From an optimization exercise on the open Yosys and OpenROAD flow, aimed at small area, a short achievable clock period and few clock cycles per item; shortcuts taken in it are not production practice.
In this exercise RTL edits were held to simulation tests only and were not proved equivalent to the original.

`design/flow/run.sh`:
```
#!/bin/bash
# synth_recipe.tcl (not shown) runs the flow's synth.tcl, then flattens the netlist and writes it again
# the make line also repeats each setting of config.mk as NAME=value (left out here)
make -C /OpenROAD-flow-scripts/flow DESIGN_CONFIG=/design/flow/config.mk WORK_HOME=/design/flow/orfs CLKGATE_MAP_FILE= SYNTH_SCRIPT=/design/flow/synth_recipe.tcl finish
```
`design/flow/config.mk`:
```
export PLATFORM = sky130hd
export DESIGN_NAME = md_unit
export DESIGN_NICKNAME = md_unit
export VERILOG_FILES = /design/flow/design.v
export SDC_FILE = /design/flow/constraint.sdc
export NUM_CORES = 4
export LEC_CHECK = 0
export CAP_MARGIN = 20
export CORE_MARGIN = 2
export CORE_UTILIZATION = 40
export SLEW_MARGIN = 20
```
`design/flow/constraint.sdc`:
```
create_clock -name core_clock -period 130.0 [get_ports {clk}]
set_input_delay 26.0000 -clock core_clock [delete_from_list [all_inputs] [get_ports {clk}]]
set_output_delay 26.0000 -clock core_clock [all_outputs]
set_load 0.01 [all_outputs]
```
`design/flow/design.v`:
```
package mdu_pkg;
  localparam int CNT_W = 4;
  localparam int MULT_CYCLES_DEF = 5;
  localparam int DIV_CYCLES_DEF = 10;
  localparam logic [3:0] MD_NOP   = 4'd0;
  localparam logic [3:0] MD_MULT  = 4'd1;
  localparam logic [3:0] MD_MULTU = 4'd2;
  localparam logic [3:0] MD_DIV   = 4'd3;
  localparam logic [3:0] MD_DIVU  = 4'd4;
  localparam logic [3:0] MD_MTHI  = 4'd5;
  localparam logic [3:0] MD_MTLO  = 4'd6;
  localparam logic [3:0] MD_MADD  = 4'd7;
  localparam logic [3:0] MD_MADDU = 4'd8;
  localparam logic [3:0] MD_MSUB  = 4'd9;
  localparam logic [3:0] MD_MSUBU = 4'd10;
endpackage
  function automatic logic is_madd_op(input logic [3:0] op);
    is_madd_op = 1'b0;
  endfunction
  function automatic logic is_mul_op(input logic [3:0] op);
    is_mul_op = op == mdu_pkg::MD_MULT || op == mdu_pkg::MD_MULTU || is_madd_op(op);
  endfunction
  function automatic logic is_div_op(input logic [3:0] op);
    is_div_op = op == mdu_pkg::MD_DIV || op == mdu_pkg::MD_DIVU;
  endfunction
  function automatic logic is_signed_op(input logic [3:0] op);
    is_signed_op = op == mdu_pkg::MD_MULT || op == mdu_pkg::MD_DIV ||
                   op == mdu_pkg::MD_MADD || op == mdu_pkg::MD_MSUB;
  endfunction
module md_arith (
  input  logic [3:0]  op,
  input  logic [31:0] a,
  input  logic [31:0] b,
  input  logic [31:0] hi,
  input  logic [31:0] lo,
  output logic [31:0] res_hi,
  output logic [31:0] res_lo,
  output logic        div_zero
);
  function automatic logic is_madd_op(input logic [3:0] op);
    is_madd_op = 1'b0;
  endfunction
  function automatic logic is_mul_op(input logic [3:0] op);
    is_mul_op = op == mdu_pkg::MD_MULT || op == mdu_pkg::MD_MULTU || is_madd_op(op);
  endfunction
  function automatic logic is_div_op(input logic [3:0] op);
    is_div_op = op == mdu_pkg::MD_DIV || op == mdu_pkg::MD_DIVU;
  endfunction
  function automatic logic is_signed_op(input logic [3:0] op);
    is_signed_op = op == mdu_pkg::MD_MULT || op == mdu_pkg::MD_DIV ||
                   op == mdu_pkg::MD_MADD || op == mdu_pkg::MD_MSUB;
  endfunction
  logic        sgn;
  logic        is_div;
  logic [63:0] prod;
  logic [63:0] mres;
  logic [32:0] dvd;
  logic [32:0] dvs;
  logic [32:0] quo;
  logic [32:0] rem;
  logic        unused_bits;
  assign sgn = is_signed_op(op);
  assign is_div = is_div_op(op);
  assign div_zero = is_div && b == 32'd0;
  assign prod = {{32{sgn & a[31]}}, a} * {{32{sgn & b[31]}}, b};
  assign dvd = {sgn & a[31], a};
  assign dvs = (b == 32'd0) ? 33'd1 : {sgn & b[31], b};
  assign quo = 33'($signed(dvd) / $signed(dvs));
  assign rem = 33'($signed(dvd) % $signed(dvs));
  assign mres = prod;
  assign unused_bits = ^{quo[32], rem[32], hi, lo};
  assign res_hi = is_div ? rem[31:0] : mres[63:32];
  assign res_lo = is_div ? quo[31:0] : mres[31:0];
endmodule
module md_unit #(
  parameter int MULT_CYCLES = mdu_pkg::MULT_CYCLES_DEF,
  parameter int DIV_CYCLES  = mdu_pkg::DIV_CYCLES_DEF
) (
  input  logic        clk,
  input  logic        reset_n,
  input  logic        start,
  input  logic [3:0]  op,
  input  logic [31:0] a,
  input  logic [31:0] b,
  output logic        busy,
  output logic [31:0] hi,
  output logic [31:0] lo
);
  function automatic logic is_madd_op(input logic [3:0] op);
    is_madd_op = 1'b0;
  endfunction
  function automatic logic is_mul_op(input logic [3:0] op);
    is_mul_op = op == mdu_pkg::MD_MULT || op == mdu_pkg::MD_MULTU || is_madd_op(op);
  endfunction
  function automatic logic is_div_op(input logic [3:0] op);
    is_div_op = op == mdu_pkg::MD_DIV || op == mdu_pkg::MD_DIVU;
  endfunction
  function automatic logic is_signed_op(input logic [3:0] op);
    is_signed_op = op == mdu_pkg::MD_MULT || op == mdu_pkg::MD_DIV ||
                   op == mdu_pkg::MD_MADD || op == mdu_pkg::MD_MSUB;
  endfunction
  logic [31:0]      res_hi;
  logic [31:0]      res_lo;
  logic             div_zero;
  md_arith u_arith (
    .op      (op),
    .a       (a),
    .b       (b),
    .hi      (hi),
    .lo      (lo),
    .res_hi  (res_hi),
    .res_lo  (res_lo),
    .div_zero(div_zero)
  );
  assign busy = 1'b0;
  always_ff @(posedge clk or negedge reset_n) begin
    if (!reset_n) begin
      hi <= '0;
      lo <= '0;
    end else if (start) begin
      if (is_mul_op(op) || is_div_op(op)) begin
        if (!div_zero) begin
          hi <= res_hi;
          lo <= res_lo;
        end
      end else if (op == mdu_pkg::MD_MTHI) begin
        hi <= a;
      end else if (op == mdu_pkg::MD_MTLO) begin
        lo <= a;
      end
    end
  end
endmodule
```
==> impl_metrics.ini <==
[synth]
synth_area_leaders = fa_1 29%, ha_1 12%, nand2_1 7.3%
ys_seq_area_frac = 0.0203
synth_edf_count = 0
netlist.area_leader.share = 0.286
synth_cell_type_count = 113
netlist_area_um2 = 78700
synth_top_cell_by_area = fa_1
ys_warn_count = 2
synth.avg_cell_area_um2 = 7.61
ys_ff_latch = 64
syn_inst = 10300
synth_flop_cell = dfrtp_1
synthArstFlopShare = 1.00

[worst_hold_path]
hp-class = flip-flop to flip-flop
hp-start = lo[8]$_DFFE_PN0P_

[cells_and_area]
regArea_um2 = 1600
syn_to_final_growth_pct = 7.05
drive_above_1_share = 0.0639
final_nets = 12300
final_util = 0.432
final_cell_area_um2 = 84300
layoutNonFillerInstCount = 12900
multi_input_area_um2 = 70900
fillers = 20000

[timing]
fin_crit_sh = 0.968
drv_slew = 0
fin_setup_tns_ns = 0
clock.fmax_ghz = 0.00794
hold_violations = 0
setup_viol = 0
clock_skew_ns = 0
maxSlewHeadroom = 0.0884
period_needed_ns = 125.90
tightest_slew_ns = 1.37

[routing]
drtIter0Drc = 9046
wirelength_um = 400000
firstDrtPassIters = 7
via_count = 81500
ant_nets = 0
routedWlPerCell_um = 30.9
via_per_inst = 6.30
drt_drc_violations_left = 0

[setup_path]
timing.rr.start = lo[27]$_DFFE_PN0P_
cp-endpoint = hi[28]$_DFFE_PN0P_
cp_max_fo = 43
cp-startpoint = b[28]
critPathMostFrequentCell = ha_1
max_stage_delay_ns = 0.85
end_kind = flip-flop
regToRegEndpoint = lo[27]$_DFFE_PN0P_
cp.arrival_ns = 126.21
criticalPathCategory = primary input to flip-flop
cpMaxStageDelayCell = or4b_2
critPathLaunchType = primary input
required_ns = 130.31
rrSetupSlack_ns = 129.07
rr_worst_depth = 2

[clock_network]
cts_tree = done
root_buffer = clkbuf_16
cts_buffers = 9
htree_levels = 3
insertion_delay_ns = 0.42
clock_path_buffers = 2
cts.sinks = 64
ctsHoldBuffers = 0
path_clk_slew_ns = 0.07

[die]
num_rows = 162
dieArea_um2 = 200000
io_pins = 136
start_util = 0.403
chipHeight_um = 448
fp.coreArea_um2 = 195000
die_width_um = 448

[place]
dpl-instance-area_um2 = 83700
dp.cells = 12900
dp_hpwl_um = 316000
place_congestion = 1.08
io_buffers = 134

[grt]
grt_util_all_layers = 0.396
grt_pass1_vias = 81700
grt_pass1_wl_um = 576000
grt_overflow = 0
antenna_found_initial = 24
grt_max_degree = 65

[outcome]
status = complete, no violations

[flow_run]
max-cap-violations = 0
[through the flow]
step	hold WS, ns	worst slack [ns]
floorplan	0.516	20.52
global placement	0.468	1.10
detailed placement	0.475	1.04
CTS	0.493	1.10
global route	0.528	-0.0205
finish	0.491	4.10
[per-layer routing]
layer / part of all wire / vias up / GRT usage
li1: - / 34900 / -
met1: 0.38 / 40400 / 0.492
met2: 0.43 / 4907 / 0.609
met3: 0.094 / 1358 / 0.0784
met4: 0.090 / 16 / 0.290
met5: 0.00026 / - / 0
[cell usage in the layout, fill, tap and decap left out, drive strengths merged, types with 86 or more instances in the layout]
cell | netlist | layout
o21a | 147 | 147
nor2 | 720 | 720
and2 | 282 | 282
nand3 | 190 | 190
nand4 | 109 | 109
a211oi | 86 | 86
inv | 1294 | 1294
o21ai | 494 | 494
a21o | 203 | 203
xnor2 | 371 | 371
buf | 129 | 357
a21oi | 604 | 604
fa | 1126 | 1126
or3 | 99 | 99
xor2 | 228 | 228
o211ai | 110 | 110
nor3 | 217 | 217
ha | 779 | 779
nand2 | 1533 | 1533
a31oi | 112 | 112
[state kept, by name, indices dropped and copies added (netlist names)]
name  count
hi       32
lo       32
[repair_timing]
action / CTS / global route
setup buffers: 0 / 5
endpoints found under the hold margin: 0 / 0
endpoints found under the setup margin: 0 / 64
gates resized for setup: 0 / 37
[cells in the mapped netlist, types with 20 or more instances]
master	count
nand3_1	186
a221oi_1	45
o211ai_1	109
buf_1	101
a31o_2	26
nor2_1	720
or4_1	27
o21bai_1	51
a21oi_1	604
nand2_1	1531
and3_1	67
o31a_1	25
fa_1	1126
and4_1	23
o31ai_1	64
o21ai_0	472
o21a_1	147
clkbuf_1	357
nor4_1	68
buf_2	20
xor2_1	228
nand2b_1	71
a211oi_1	83
a21o_1	203
a311oi_1	23
mux2_2	45
a31oi_1	112
and2_1	281
mux2i_1	28
or3_1	99
nand4_1	107
inv_1	1291
dfrtp_1	64
ha_1	779
a21boi_0	25
o22ai_1	33
o21ai_1	20
xnor2_1	370
or2_2	55
nor2b_1	50
a211o_1	20
a2111oi_0	21
nor3_1	209
[final cells by class]
cell class / instances / area share
multi-input cells: 8494 / 0.841
inverters: 1300 / 0.0579
well taps: 2624 / 0.0390
clock buffers: 9 / 0.00267
clock inverters: 7 / 0.00122
diodes: 18 / 0.000534
flip-flops and latches: 64 / 0.0190
repair buffers: 431 / 0.0387
[cell families (layout without fill, tap and decap cells)]
group / count (synthesis) / after routing / share of synthesized area
compound gates: 2351 / 2351 / 0.197
simple gates: 3562 / 3562 / 0.210
mux: 74 / 74 / 0.0102
xor+xnor: 599 / 599 / 0.0667
fa+ha+maj: 1905 / 1905 / 0.410
buf+inv: 1786 / 1747 / 0.0861
flops: 64 / 64 / 0.0203
other cells: 2 / 21 / 0.0000954
[critical path: cells and delay by family]
| family | cells | cell delay [ns] |
|---|---|---|
| fa+ha+maj | 32 | 10.71 |
| mux | 6 | 2.18 |
| compound gates | 165 | 48.37 |
| buf+inv | 29 | 7.24 |
| xor+xnor | 2 | 0.22 |
| simple gates | 110 | 30.97 |
[how the worst min path moves through the flow]
stage / to / slack [ns] / depth (start not counted)
after detailed placement: hi[6]$_DFFE_PN0P_ / 0.47 / 2
after global routing: hi[1]$_DFFE_PN0P_ / 0.53 / 2
after global placement: lo[20]$_DFFE_PN0P_ / 0.47 / 2
after CTS: lo[6]$_DFFE_PN0P_ / 0.49 / 2
final: lo[8]$_DFFE_PN0P_ / 0.49 / 2
after floorplan: hi[0]$_DFFE_PN0P_ / 0.52 / 2
Testbench counts, summed over its fixed seeds: cycles 80,000, ops 80,000.

==> re-timing with driven ports <==
The results above use ideal ports. As a check the final layout listed here was re-extracted and re-timed, cells and wires unchanged. Step 1, drivers: a clkbuf_16 drives clk and a buf_2 each remaining input, both assumed. Step 2 also shifts input and output timing later by t, the mid clock arrival at the registers, as if the neighbouring blocks saw the same clock. a / b / c = no drivers / after step 1 / after step 2; a / b = the first two.
t, ns: 0.491
slack for setup (ns): 4.098 / 4.140 / 3.649
worst slew at a driven data input, ns: 0.32
After both steps this run still meets setup and hold. The setup slack of this run moves by +0.042 ns with the drivers and by -0.449 ns with both steps.
